Context: an optimization exercise on an open-source flow, tuned for small area, a short achievable clock period and few clock cycles per item. The choices shown serve that exercise and are no tape-out recipe. RTL that was checked went through simulation tests only; none was proved equivalent to the original. Power figures rest on the tool's default switching activity, not on a simulated workload.

## vliwExecCore
module vliwExecCore #(
	parameter int BUNDLE_DEPTH = 4,
	parameter int COMMIT_CREDITS = 2
) (
	input wire logic clock_i,
	input wire logic reset_i,
	input wire logic bundleValid_i,
	input wire busPkg::bundle_t bundle_i,
	output wire logic bundleCredit_o,
	input wire logic commitCredit_i,
	output wire logic commitValid_o,
	output wire busPkg::commit_t commit_o
);
For scale: roughly 140 I/O pins, ~13,000 um2 of cells after synthesis.
==> module arithLane, before the edit <==
module arithLane (
	input wire busPkg::laneOp_t op_i,
	input wire logic kill_i,
	output logic wbValid_o,
	output busPkg::slotHalf_t half_o
);
	logic [15:0] p;
	logic [15:0] s;
	logic isAdd, isSub, isAnd, isOr, isXor, isShl, isShr, isMov;
	logic legalOp;
	logic keep;
	logic [15:0] sx;
	logic [16:0] sumWide;
	logic [15:0] shOut;
	logic [15:0] shRev;
	assign p = op_i.pOperand;
	assign s = op_i.sOperand;
	assign isAdd = op_i.opcode == 7'd1;
	assign isSub = op_i.opcode == 7'd2;
	assign isAnd = op_i.opcode == 7'd3;
	assign isOr = op_i.opcode == 7'd4;
	assign isXor = op_i.opcode == 7'd5;
	assign isShl = op_i.opcode == 7'd6;
	assign isShr = op_i.opcode == 7'd7;
	assign isMov = op_i.opcode == 7'd8;
	assign legalOp = (op_i.opcode != 7'd0) && (op_i.opcode <= 7'd8);
	assign wbValid_o = op_i.isWb && legalOp;
	assign keep = wbValid_o && !kill_i;
	assign sx[7:0] = op_i.opcode[1] ? ~s[7:0] : s[7:0];
	assign sx[15:8] = op_i.opcode[0] ? s[15:8] : ~s[15:8];
	always_comb
	begin
		logic [16:0] g;
		logic [16:0] t;
		g = {p & sx & {16{!op_i.opcode[2]}}, op_i.opcode[1] & !op_i.opcode[2]};
		t = {p ^ sx, 1'b0};
		for (int l = 0; l < 5; l++)
		begin
			logic [16:0] gPrev;
			logic [16:0] tPrev;
			gPrev = g;
			tPrev = t;
			for (int i = 0; i < 17; i++)
			begin
				if (i >= (1 << l))
				begin
					g[i] = gPrev[i] | (tPrev[i] & gPrev[i - (1 << l)]);
					t[i] = tPrev[i] & tPrev[i - (1 << l)];
				end
			end
		end
		sumWide = {g[16], p ^ sx ^ g[15:0]};
	end
	always_comb
	begin
		logic [15:0] r;
		for (int i = 0; i < 16; i++)
		begin
			r[i] = op_i.opcode[0] ? p[i] : p[15-i];
		end
		case (s[1:0])
			2'd0: r = r;
			2'd1: r = {1'd0, r[15:1]};
			2'd2: r = {2'd0, r[15:2]};
			default: r = {3'd0, r[15:3]};
		endcase
		case (s[3:2])
			2'd0: r = r;
			2'd1: r = {4'd0, r[15:4]};
			2'd2: r = {8'd0, r[15:8]};
			default: r = {12'd0, r[15:12]};
		endcase
		shOut = r;
		for (int i = 0; i < 16; i++)
		begin
			shRev[i] = r[15-i];
		end
	end
	assign half_o.wbAddr = keep ? op_i.wbAddr : 5'd0;
	assign half_o.wbData = ({16{keep && (isAdd || isSub || isXor)}} & sumWide[15:0])
		| ({16{keep && isAnd}} & (p & s))
		| ({16{keep && isOr}} & (p | s))
		| ({16{keep && isMov}} & s)
		| ({16{keep && isShl}} & shRev)
		| ({16{keep && isShr}} & shOut);
	assign half_o.code[1] = keep && (isAdd || isSub) && (sumWide[16] ^ op_i.opcode[1]);
	assign half_o.code[0] = keep && !(isAdd && sumWide[16]);
endmodule
==> flow/config.mk <==
export PLATFORM = sky130hd
export DESIGN_NAME = vliwExecCore
export DESIGN_NICKNAME = vliwExecCore
export VERILOG_FILES = /design/flow/design.v
export SDC_FILE = /design/flow/constraint.sdc
export NUM_CORES = 4
export LEC_CHECK = 0
export CAP_MARGIN = 20
export CORE_MARGIN = 2
export CORE_UTILIZATION = 40
export CTS_BUF_LIST = sky130_fd_sc_hd__clkbuf_4 sky130_fd_sc_hd__clkbuf_8
export SETUP_SLACK_MARGIN = 0.8
export SLEW_MARGIN = 20
==> flow/constraint.sdc <==
create_clock -name core_clock -period 4.0 [get_ports {clock_i}]
set_input_delay 0.8000 -clock core_clock [delete_from_list [all_inputs] [get_ports {clock_i}]]
set_output_delay 0.8000 -clock core_clock [all_outputs]
set_load 0.01 [all_outputs]
standard.sh (not shown) runs the stock make flow with config.mk's settings and CLKGATE_MAP_FILE= SYNTH_SCRIPT=/design/flow/synth_recipe.tcl, a recipe that flattens the netlist after the stock synthesis.
==> flow/flow/run.sh <==
#!/bin/bash
# Standard ORFS layout (the standard.sh, synthesis unchanged), with plain
# buffers on the ports instead of the default delay-cell buffers, plus the
# settings in flow/extra.env. Each tool's full output goes to its own log
# here; ORFS's per-step logs are under orfs/logs/.
set -euo pipefail
export BUFFER_PORTS_ARGS="-buffer_cell sky130_fd_sc_hd__buf_1"
if [[ -f flow/extra.env ]]; then
  set -a
  source flow/extra.env
  set +a
fi
bash standard.sh synth > synth.log 2>&1
bash standard.sh finish > layout.log 2>&1
The starting point finished clean.
==> next run, changes <==
--- a/flow/design.v
+++ b/flow/design.v
@@ -139,8 +139,7 @@
 	assign legalOp = (op_i.opcode != 7'd0) && (op_i.opcode <= 7'd8);
 	assign wbValid_o = op_i.isWb && legalOp;
 	assign keep = wbValid_o && !kill_i;
-	assign sx[7:0] = op_i.opcode[1] ? ~s[7:0] : s[7:0];
-	assign sx[15:8] = op_i.opcode[0] ? s[15:8] : ~s[15:8];
+	assign sx = op_i.opcode[1] ? ~s : s;
 	always_comb
 	begin
 		logic [16:0] g;
@@ -149,16 +148,12 @@
 		t = {p ^ sx, 1'b0};
 		for (int l = 0; l < 5; l++)
 		begin
-			logic [16:0] gPrev;
-			logic [16:0] tPrev;
-			gPrev = g;
-			tPrev = t;
-			for (int i = 0; i < 17; i++)
+			for (int i = 16; i >= 0; i--)
 			begin
-				if (i >= (1 << l))
+				if (((i >> l) & 1) == 1)
 				begin
-					g[i] = gPrev[i] | (tPrev[i] & gPrev[i - (1 << l)]);
-					t[i] = tPrev[i] & tPrev[i - (1 << l)];
+					g[i] = g[i] | (t[i] & g[((i >> l) << l) - 1]);
+					t[i] = t[i] & t[((i >> l) << l) - 1];
 				end
 			end
 		end
@@ -171,18 +166,10 @@
 		begin
 			r[i] = op_i.opcode[0] ? p[i] : p[15-i];
 		end
-		case (s[1:0])
-			2'd0: r = r;
-			2'd1: r = {1'd0, r[15:1]};
-			2'd2: r = {2'd0, r[15:2]};
-			default: r = {3'd0, r[15:3]};
-		endcase
-		case (s[3:2])
-			2'd0: r = r;
-			2'd1: r = {4'd0, r[15:4]};
-			2'd2: r = {8'd0, r[15:8]};
-			default: r = {12'd0, r[15:12]};
-		endcase
+		r = s[3] ? {8'd0, r[15:8]} : r;
+		r = s[2] ? {4'd0, r[15:4]} : r;
+		r = s[1] ? {2'd0, r[15:2]} : r;
+		r = s[0] ? {1'd0, r[15:1]} : r;
 		shOut = r;
 		for (int i = 0; i < 16; i++)
 		begin
Effect:
- count of clock-buffer cells in the layout stays the same
- total power decreases by 0.61%
- hold slack is worse by 26 ps
- setup slack is worse by 120 ps
- cell area decreases by 1.6%
- core utilization increases by 1.8 points
- die area decreases by 4.8%
- clock power is about the same
- non-clock buffer count increases by 17
- routed wire length decreases by 2.9%
- via count decreases by 4.3%
Testbench counts after the change, summed over its fixed seeds: cycles 4,247, items 3,200.
Function not checked in the first run of this note: the RTL went through the layout flow alone.

-- re-timing with driven ports --
The flow's constraints put no driver on any port. The routed layouts listed below were extracted and timed again, unchanged, in two steps.
Step 1 sets driving cells, clkbuf_16 on the clock port and buf_2 on the other inputs (assumed; they add their load-dependent delay and slew).
Step 2 moves the port delays by t, midway between the first and last clock arrival at a register: inputs arrive t later, outputs are due t later. That takes back most of the time a late clock gives input paths.
a / b / c = no drivers / after step 1 / after step 2; a / b = the first two.
run	t (ns)	slack for setup (ns)	worst setup path after step 2	worst register clock-pin slew, ns
the first run	0.476	0.887 / 0.902 / 0.426	input to register	0.11 / 0.11
the second run	0.493	0.769 / 0.763 / 0.270	input to register	0.11 / 0.11
After both steps every run listed still meets setup and hold. The setup slack of the second run, which loses most, moves by -0.006 ns with the drivers and by -0.499 ns with both steps.
